What follows belongs to an exercise in optimizing a design on an open flow for small area and a short achievable clock period; a production flow would make more cautious choices.
At most, simulation tests tie the RTL to the original design; equivalence was not proved.
Power is estimated from default activity; no workload was simulated.

== the previous run ==
// quireDotApb
module quireDotApb (
  input  logic        clk,
  input  logic        rst,
  input  logic        psel,
  input  logic        penable,
  input  logic        pwrite,
  input  logic [7:0]  paddr,
  input  logic [31:0] pwdata,
  output logic [31:0] prdata,
  output logic        pready,
  output logic        pslverr
);
==> module qdTerm, before the edit <==
module qdTerm (
  input  logic        aNaR,
  input  logic        aZero,
  input  logic        aSign,
  input  logic [12:0] aSig,
  input  logic [6:0]  aK,
  input  logic        bNaR,
  input  logic        bZero,
  input  logic        bSign,
  input  logic [12:0] bSig,
  input  logic [6:0]  bK,
  input  logic        hold,
  output logic [47:0] prod,
  output logic [2:0]  shiftHi,
  output logic        neg,
  output logic        nar
);
  logic kill;
  logic [25:0] rawProd;
  logic [6:0] shift;
  logic [62:0] ext;
  assign shift = aK + bK + 7'd56;
  assign kill = hold | aNaR | bNaR | aZero | bZero;
  assign neg = (aSign ^ bSign) & ~kill;
  assign nar = (aNaR | bNaR) & ~hold;
  qdMul mul (.a(aSig), .b(bSig), .inv(neg), .p(rawProd));
  assign ext = {{22{neg}}, rawProd, {15{neg}}} << shift[3:0];
  assign prod = kill ? 48'd0 : ext[62:15];
  assign shiftHi = shift[6:4];
endmodule
==> module quireDotApb, before the edit <==
module quireDotApb (
  input  logic        clk,
  input  logic        rst,
  input  logic        psel,
  input  logic        penable,
  input  logic        pwrite,
  input  logic [7:0]  paddr,
  input  logic [31:0] pwdata,
  output logic [31:0] prdata,
  output logic        pready,
  output logic        pslverr
);
  localparam logic [7:0] RegOpA = 8'h00;
  localparam logic [7:0] RegOpB = 8'h04;
  localparam logic [7:0] RegCtrl = 8'h08;
  localparam logic [7:0] RegResult = 8'h0C;
  logic setup;
  logic hitA, hitB, hitC, hitR;
  logic rstQ, clrQ;
  logic wrA, wrB;
  logic accNext;
  logic doAcc;
  logic [15:0] stg;
  logic [15:0] opA, opB;
  logic dNaR, dZero, dSign;
  logic [12:0] dSig;
  logic [6:0] dK;
  logic aNaR, aZero, aSign, bNaR, bZero, bSign;
  logic [12:0] aSig, bSig;
  logic [6:0] aK, bK;
  logic [47:0] prod;
  logic [2:0] shiftHi;
  logic neg, nar;
  logic [47:0] tProd;
  logic [7:0] tPlace;
  logic [7:0] tFill;
  logic [7:0] place, covered;
  logic tNeg, tNaR;
  logic [127:0] quire;
  logic quireNaR;
  logic [15:0] result;
  logic [15:0] rdata;
  logic err;
  assign setup = psel && !penable;
  assign hitA = (paddr == RegOpA);
  assign hitB = (paddr == RegOpB);
  assign hitC = (paddr == RegCtrl);
  assign hitR = (paddr == RegResult);
  always_ff @(posedge clk) begin
    rstQ <= rst;
    clrQ <= rst || (setup && pwrite && hitC && pwdata[0]);
    wrA <= setup && pwrite && hitA;
    wrB <= setup && pwrite && hitB;
    stg <= pwdata[15:0];
  end
  qdDecode dec (.in(stg), .isNaR(dNaR), .isZero(dZero), .sign(dSign), .sig(dSig), .k(dK));
  always_ff @(posedge clk) begin
    if (rstQ) begin
      opA <= '0;
      aNaR <= 1'b0;
      aZero <= 1'b1;
    end else if (wrA) begin
      opA <= stg;
      aNaR <= dNaR;
      aZero <= dZero;
    end
    if (rstQ) begin
      opB <= '0;
      bNaR <= 1'b0;
      bZero <= 1'b1;
    end else if (wrB) begin
      opB <= stg;
      bNaR <= dNaR;
      bZero <= dZero;
    end
    if (wrA) begin
      aSign <= dSign;
      aSig <= dSig;
      aK <= dK;
    end
    if (wrB) begin
      bSign <= dSign;
      bSig <= dSig;
      bK <= dK;
    end
  end
  qdTerm term (
    .aNaR, .aZero, .aSign, .aSig, .aK,
    .bNaR, .bZero, .bSign, .bSig, .bK,
    .hold(rstQ),
    .prod, .shiftHi, .neg, .nar
  );
  assign accNext = setup && pwrite && hitC && pwdata[1];
  assign place = 8'd1 << shiftHi;
  assign covered = place | (place << 1) | (place << 2);
  always_ff @(posedge clk) begin
    tProd <= prod;
    doAcc <= accNext;
    tPlace <= place;
    tFill <= neg ? ~covered : 8'd0;
    tNeg <= neg;
    tNaR <= nar;
  end
  qdAccum accum (
    .clk, .clear(clrQ),
    .acc(doAcc), .prod(tProd), .fill(tFill), .place(tPlace), .neg(tNeg), .termNaR(tNaR),
    .quire, .quireNaR
  );
  qdRound round (.quire, .quireNaR, .result);
  always_ff @(posedge clk) begin
    rdata <= ({16{hitA && !rstQ}} & opA) | ({16{hitB && !rstQ}} & opB) | ({16{hitR && !rstQ}} & result);
    err <= !(hitA || hitB || hitC || hitR) || (pwrite && hitR);
  end
  assign prdata = {16'h0000, rdata};
  assign pready = 1'b1;
  assign pslverr = err;
endmodule
Settings: LEC_CHECK=0, ABC_AREA=1, CAP_MARGIN=20, CORE_MARGIN=2, CORE_UTILIZATION=50, PLACE_DENSITY=0.65, SLEW_MARGIN=20; clock period 22.0 ns.
standard.sh (not shown) runs the stock make flow with config.mk's settings and CLKGATE_MAP_FILE= SYNTH_SCRIPT=/design/flow/synth_recipe.tcl, a recipe that flattens the netlist after the stock synthesis.
==> flow/flow/run.sh <==
#!/bin/bash
set -euo pipefail
bash standard.sh SETUP_SLACK_MARGIN=16.0 finish > standard.log 2>&1
Input-level comparison between the current run and the previous run:
diff --git a/flow/design.v b/flow/design.v
--- a/flow/design.v
+++ b/flow/design.v
@@ -55,23 +55,23 @@
   input  logic [6:0]  bK,
   input  logic        hold,
   output logic [47:0] prod,
   output logic [2:0]  shiftHi,
   output logic        neg,
-  output logic        nar
+  output logic        nar,
+  output logic        kill
 );
-  logic kill;
   logic [25:0] rawProd;
   logic [6:0] shift;
   logic [62:0] ext;
   assign shift = aK + bK + 7'd56;
   assign kill = hold | aNaR | bNaR | aZero | bZero;
   assign neg = (aSign ^ bSign) & ~kill;
   assign nar = (aNaR | bNaR) & ~hold;
   qdMul mul (.a(aSig), .b(bSig), .inv(neg), .p(rawProd));
   assign ext = {{22{neg}}, rawProd, {15{neg}}} << shift[3:0];
-  assign prod = kill ? 48'd0 : ext[62:15];
+  assign prod = ext[62:15];
   assign shiftHi = shift[6:4];
 endmodule
 module qdMul (
   input  logic [12:0] a,
   input  logic [12:0] b,
@@ -828,11 +828,11 @@
   logic aNaR, aZero, aSign, bNaR, bZero, bSign;
   logic [12:0] aSig, bSig;
   logic [6:0] aK, bK;
   logic [47:0] prod;
   logic [2:0] shiftHi;
-  logic neg, nar;
+  logic neg, nar, kill;
   logic [47:0] tProd;
   logic [7:0] tPlace;
   logic [7:0] tFill;
   logic [7:0] place, covered;
   logic tNeg, tNaR;
@@ -886,19 +886,19 @@
   end
   qdTerm term (
     .aNaR, .aZero, .aSign, .aSig, .aK,
     .bNaR, .bZero, .bSign, .bSig, .bK,
     .hold(rstQ),
-    .prod, .shiftHi, .neg, .nar
+    .prod, .shiftHi, .neg, .nar, .kill
   );
   assign accNext = setup && pwrite && hitC && pwdata[1];
   assign place = 8'd1 << shiftHi;
   assign covered = place | (place << 1) | (place << 2);
   always_ff @(posedge clk) begin
     tProd <= prod;
     doAcc <= accNext;
-    tPlace <= place;
+    tPlace <= kill ? 8'd0 : place;
     tFill <= neg ? ~covered : 8'd0;
     tNeg <= neg;
     tNaR <= nar;
   end
   qdAccum accum (
Across the current run and the previous run, none had a timing, DRC or antenna violation. As far as number of violations of the max-capacitance limit is concerned, the current run and the previous run perform about the same. Compare the current run and the previous run | wire length of the first global-routing pass higher: the current run. The current run: number of synthesized register bits lower than the previous run. The current run: utilization after layout higher than the previous run. Compared with the previous run, in the current run instance area at placement grew by about 2%; worst path setup slack after routing +0.087 ns; number of violations reported at the end of detailed-routing iteration 0 lost 125. Higher non-clock buffer count goes to the current run over the previous run. | final wirelength | higher: the current run |. Number of buffers created by CTS for the current run is higher than for the previous run. The final reports for the current run and the previous run show final standard cell area without fillers higher in the former. Starting density of the core of the current run is on par with the previous run. The layout buffering overhead excluding clock cells in the current run sits 0.36 points above the value recorded for the previous run.
The RTL of the current run was laid out without a check of its function.

* * *

quireDotApb, a different RTL version from the one above (not shown whole).
For scale: ~4600 cells after synthesis, ~300 flip-flops, about 79 I/O pins.
==> module qdTerm, before the edit <==
module qdTerm (
  input  logic        aNaR,
  input  logic        aZero,
  input  logic        aSign,
  input  logic [12:0] aSig,
  input  logic [6:0]  aK,
  input  logic        bNaR,
  input  logic        bZero,
  input  logic        bSign,
  input  logic [12:0] bSig,
  input  logic [6:0]  bK,
  input  logic        hold,
  output logic [28:0] prod,
  output logic [4:0]  shiftHi,
  output logic        neg,
  output logic        nar,
  output logic        kill
);
  logic [25:0] rawProd;
  logic [6:0] shift;
  logic [31:0] ext;
  assign shift = aK + bK + 7'd56;
  assign kill = hold | aNaR | bNaR | aZero | bZero;
  assign neg = (aSign ^ bSign) & ~kill;
  assign nar = (aNaR | bNaR) & ~hold;
  qdMul mul (.a(aSig), .b(bSig), .inv(neg), .p(rawProd));
  assign ext = {neg, neg, neg, rawProd, neg, neg, neg} << shift[1:0];
  assign prod = ext[31:3];
  assign shiftHi = shift[6:2];
endmodule
==> module qdAccum, before the edit <==
module qdAccum (
  input  logic         clk,
  input  logic         clear,
  input  logic         acc,
  input  logic [28:0]  prod,
  input  logic [3:0]   step,
  input  logic [7:0]   fill,
  input  logic [7:0]   place,
  input  logic         neg,
  input  logic         termNaR,
  output logic [127:0] quire,
  output logic         quireNaR
);
  logic [47:0] near;
  logic [127:0] aligned;
  logic [127:0] sum;
  always_comb begin
    for (int i = 0; i < 48; i++) begin
      near[i] = 1'b0;
      for (int m = 0; m < 4; m++) begin
        if (i - 4 * m >= 0 && i - 4 * m < 29) begin
          near[i] = near[i] | (step[m] & prod[i - 4 * m]);
        end else begin
          near[i] = near[i] | (step[m] & neg);
        end
      end
    end
  end
  always_comb begin
    aligned = '0;
    for (int j = 0; j < 8; j++) begin
      aligned = aligned | (({80'd0, near} << (16 * j)) & {128{place[j] & acc}});
    end
    for (int k = 0; k < 8; k++) begin
      aligned[16*k +: 16] = aligned[16*k +: 16] | {16{fill[k] & acc}};
    end
  end
  qdAdd #(.W(128)) add (.a(quire), .b(aligned), .ci(neg & acc), .inv(1'b0), .s(sum));
  always_ff @(posedge clk) begin
    if (clear) begin
      quire <= '0;
      quireNaR <= 1'b0;
    end else begin
      quire <= sum;
      quireNaR <= quireNaR | (termNaR & acc);
    end
  end
endmodule
==> module quireDotApb, before the edit <==
module quireDotApb (
  input  logic        clk,
  input  logic        rst,
  input  logic        psel,
  input  logic        penable,
  input  logic        pwrite,
  input  logic [7:0]  paddr,
  input  logic [31:0] pwdata,
  output logic [31:0] prdata,
  output logic        pready,
  output logic        pslverr
);
  localparam logic [7:0] RegOpA = 8'h00;
  localparam logic [7:0] RegOpB = 8'h04;
  localparam logic [7:0] RegCtrl = 8'h08;
  localparam logic [7:0] RegResult = 8'h0C;
  logic setup;
  logic hitA, hitB, hitC, hitR;
  logic rstQ, clrQ;
  logic wrA, wrB;
  logic accNext;
  logic doAcc;
  logic [15:0] stg;
  logic [15:0] opA, opB;
  logic dNaR, dZero, dSign;
  logic [12:0] dSig;
  logic [6:0] dK;
  logic aNaR, aZero, aSign, bNaR, bZero, bSign;
  logic [12:0] aSig, bSig;
  logic [6:0] aK, bK;
  logic [28:0] prod;
  logic [4:0] shiftHi;
  logic neg, nar, kill;
  logic [28:0] tProd;
  logic [7:0] tPlace;
  logic [7:0] tFill;
  logic [3:0] tStep;
  logic [7:0] place, covered;
  logic tNeg, tNaR;
  logic [127:0] quire;
  logic quireNaR;
  logic [15:0] result;
  logic [15:0] rdata;
  logic err;
  assign setup = psel && !penable;
  assign hitA = (paddr == RegOpA);
  assign hitB = (paddr == RegOpB);
  assign hitC = (paddr == RegCtrl);
  assign hitR = (paddr == RegResult);
  always_ff @(posedge clk) begin
    rstQ <= rst;
    clrQ <= rst || (setup && pwrite && hitC && pwdata[0]);
    wrA <= setup && pwrite && hitA;
    wrB <= setup && pwrite && hitB;
    stg <= pwdata[15:0];
  end
  qdDecode dec (.in(stg), .isNaR(dNaR), .isZero(dZero), .sign(dSign), .sig(dSig), .k(dK));
  always_ff @(posedge clk) begin
    if (rstQ) begin
      opA <= '0;
      aNaR <= 1'b0;
      aZero <= 1'b1;
    end else if (wrA) begin
      opA <= stg;
      aNaR <= dNaR;
      aZero <= dZero;
    end
    if (rstQ) begin
      opB <= '0;
      bNaR <= 1'b0;
      bZero <= 1'b1;
    end else if (wrB) begin
      opB <= stg;
      bNaR <= dNaR;
      bZero <= dZero;
    end
    if (wrA) begin
      aSign <= dSign;
      aSig <= dSig;
      aK <= dK;
    end
    if (wrB) begin
      bSign <= dSign;
      bSig <= dSig;
      bK <= dK;
    end
  end
  qdTerm term (
    .aNaR, .aZero, .aSign, .aSig, .aK,
    .bNaR, .bZero, .bSign, .bSig, .bK,
    .hold(rstQ),
    .prod, .shiftHi, .neg, .nar, .kill
  );
  assign accNext = setup && pwrite && hitC && pwdata[1];
  assign place = 8'd1 << shiftHi[4:2];
  assign covered = place | (place << 1) | (place << 2);
  always_ff @(posedge clk) begin
    tProd <= prod;
    doAcc <= accNext;
    tPlace <= kill ? 8'd0 : place;
    tStep <= 4'd1 << shiftHi[1:0];
    tFill <= neg ? ~covered : 8'd0;
    tNeg <= neg;
    tNaR <= nar;
  end
  qdAccum accum (
    .clk, .clear(clrQ),
    .acc(doAcc), .prod(tProd), .step(tStep), .fill(tFill), .place(tPlace), .neg(tNeg), .termNaR(tNaR),
    .quire, .quireNaR
  );
  qdRound round (.quire, .quireNaR, .result);
  always_ff @(posedge clk) begin
    rdata <= ({16{hitA && !rstQ}} & opA) | ({16{hitB && !rstQ}} & opB) | ({16{hitR && !rstQ}} & result);
    err <= !(hitA || hitB || hitC || hitR) || (pwrite && hitR);
  end
  assign prdata = {16'h0000, rdata};
  assign pready = 1'b1;
  assign pslverr = err;
endmodule
clock: 22.0 ns
lec_check: 0
abc_area: 1
cap_margin: 20
core_margin: 2
core_utilization: 65
place_density: 0.8
slew_margin: 20
==> flow/flow/run.sh <==
#!/bin/bash
set -euo pipefail
bash standard.sh SETUP_SLACK_MARGIN=16.2 "BUFFER_PORTS_ARGS=-buffer_cell sky130_fd_sc_hd__buf_2" finish > standard.log 2>&1
The first run went through all stages and came out clean.
Rerun with:
--- a/flow/design.v
+++ b/flow/design.v
@@ -55,6 +55,6 @@
   input  logic [6:0]  bK,
   input  logic        hold,
-  output logic [28:0] prod,
-  output logic [4:0]  shiftHi,
+  output logic [47:0] prod,
+  output logic [2:0]  shiftHi,
   output logic        neg,
   output logic        nar,
@@ -63,5 +63,5 @@
   logic [25:0] rawProd;
   logic [6:0] shift;
-  logic [31:0] ext;
+  logic [62:0] ext;
   assign shift = aK + bK + 7'd56;
   assign kill = hold | aNaR | bNaR | aZero | bZero;
@@ -69,7 +69,7 @@
   assign nar = (aNaR | bNaR) & ~hold;
   qdMul mul (.a(aSig), .b(bSig), .inv(neg), .p(rawProd));
-  assign ext = {neg, neg, neg, rawProd, neg, neg, neg} << shift[1:0];
-  assign prod = ext[31:3];
-  assign shiftHi = shift[6:2];
+  assign ext = {{22{neg}}, rawProd, {15{neg}}} << shift[3:0];
+  assign prod = ext[62:15];
+  assign shiftHi = shift[6:4];
 endmodule
 module qdMul (
@@ -487,6 +487,5 @@
   input  logic         clear,
   input  logic         acc,
-  input  logic [28:0]  prod,
-  input  logic [3:0]   step,
+  input  logic [47:0]  prod,
   input  logic [7:0]   fill,
   input  logic [7:0]   place,
@@ -496,23 +495,10 @@
   output logic         quireNaR
 );
-  logic [47:0] near;
   logic [127:0] aligned;
   logic [127:0] sum;
   always_comb begin
-    for (int i = 0; i < 48; i++) begin
-      near[i] = 1'b0;
-      for (int m = 0; m < 4; m++) begin
-        if (i - 4 * m >= 0 && i - 4 * m < 29) begin
-          near[i] = near[i] | (step[m] & prod[i - 4 * m]);
-        end else begin
-          near[i] = near[i] | (step[m] & neg);
-        end
-      end
-    end
-  end
-  always_comb begin
     aligned = '0;
     for (int j = 0; j < 8; j++) begin
-      aligned = aligned | (({80'd0, near} << (16 * j)) & {128{place[j] & acc}});
+      aligned = aligned | (({80'd0, prod} << (16 * j)) & {128{place[j] & acc}});
     end
     for (int k = 0; k < 8; k++) begin
@@ -878,11 +864,10 @@
   logic [12:0] aSig, bSig;
   logic [6:0] aK, bK;
-  logic [28:0] prod;
-  logic [4:0] shiftHi;
+  logic [47:0] prod;
+  logic [2:0] shiftHi;
   logic neg, nar, kill;
-  logic [28:0] tProd;
+  logic [47:0] tProd;
   logic [7:0] tPlace;
   logic [7:0] tFill;
-  logic [3:0] tStep;
   logic [7:0] place, covered;
   logic tNeg, tNaR;
@@ -942,5 +927,5 @@
   );
   assign accNext = setup && pwrite && hitC && pwdata[1];
-  assign place = 8'd1 << shiftHi[4:2];
+  assign place = 8'd1 << shiftHi;
   assign covered = place | (place << 1) | (place << 2);
   always_ff @(posedge clk) begin
@@ -948,5 +933,4 @@
     doAcc <= accNext;
     tPlace <= kill ? 8'd0 : place;
-    tStep <= 4'd1 << shiftHi[1:0];
     tFill <= neg ? ~covered : 8'd0;
     tNeg <= neg;
@@ -955,5 +939,5 @@
   qdAccum accum (
     .clk, .clear(clrQ),
-    .acc(doAcc), .prod(tProd), .step(tStep), .fill(tFill), .place(tPlace), .neg(tNeg), .termNaR(tNaR),
+    .acc(doAcc), .prod(tProd), .fill(tFill), .place(tPlace), .neg(tNeg), .termNaR(tNaR),
     .quire, .quireNaR
   );
=> The changed run passed the timing, design-rule and antenna checks. Setup slack gets better by 0.11 ns. Wire length fell by 2.0%. Final area came out lower by 1.2%. Maximum frequency goes up by 1.9%. Sequential power went up by about 2%. Sequential cell count goes up by 8. Power went up by 3.7%. Non-clock buffer count is lower by 65. Via count decreases by 1.9%.
No functional check of the RTL was part of the first run of this note.

what the ideal ports hide:
The results above use ideal ports. As a check the final layouts listed here were re-extracted and re-timed, cells and wires unchanged. Step 1 (the two cells are an assumption about what drives the block):
set clk [get_ports {clk}]
set_driving_cell -lib_cell sky130_fd_sc_hd__clkbuf_16 $clk
set_driving_cell -lib_cell sky130_fd_sc_hd__buf_2 [delete_from_list [all_inputs] $clk]
Step 2 moves the port delays by t, midway between the first and last clock arrival at a register: inputs arrive t later, outputs are due t later. That takes back most of the time a late clock gives input paths. a / b / c = ideal / step 1 / step 2; a / b = the first two.
run	shift t [ns]	setup slack, ns	hold slack, ns	worst setup path after step 2	slew at the worst register clock pin (ns)
the previous run	0.633	16.047 / 16.047 / 15.604	0.453 / 0.453 / 0.453	input to register	0.07 / 0.07
the current run	0.625	16.135 / 16.076 / 15.551	0.460 / 0.460 / 0.460	input to register	0.07 / 0.07
the first run of note 2	0.602	16.184 / 16.184 / 15.817	0.453 / 0.453 / 0.453	input to register	0.06 / 0.06
the second run of note 2	0.609	16.291 / 16.291 / 15.815	0.447 / 0.447 / 0.447	input to register	0.06 / 0.06
After both steps setup and hold are still met in every run listed. For the current run, which loses most, drivers alone change the setup slack by -0.059 ns; drivers and shift together by -0.584 ns.
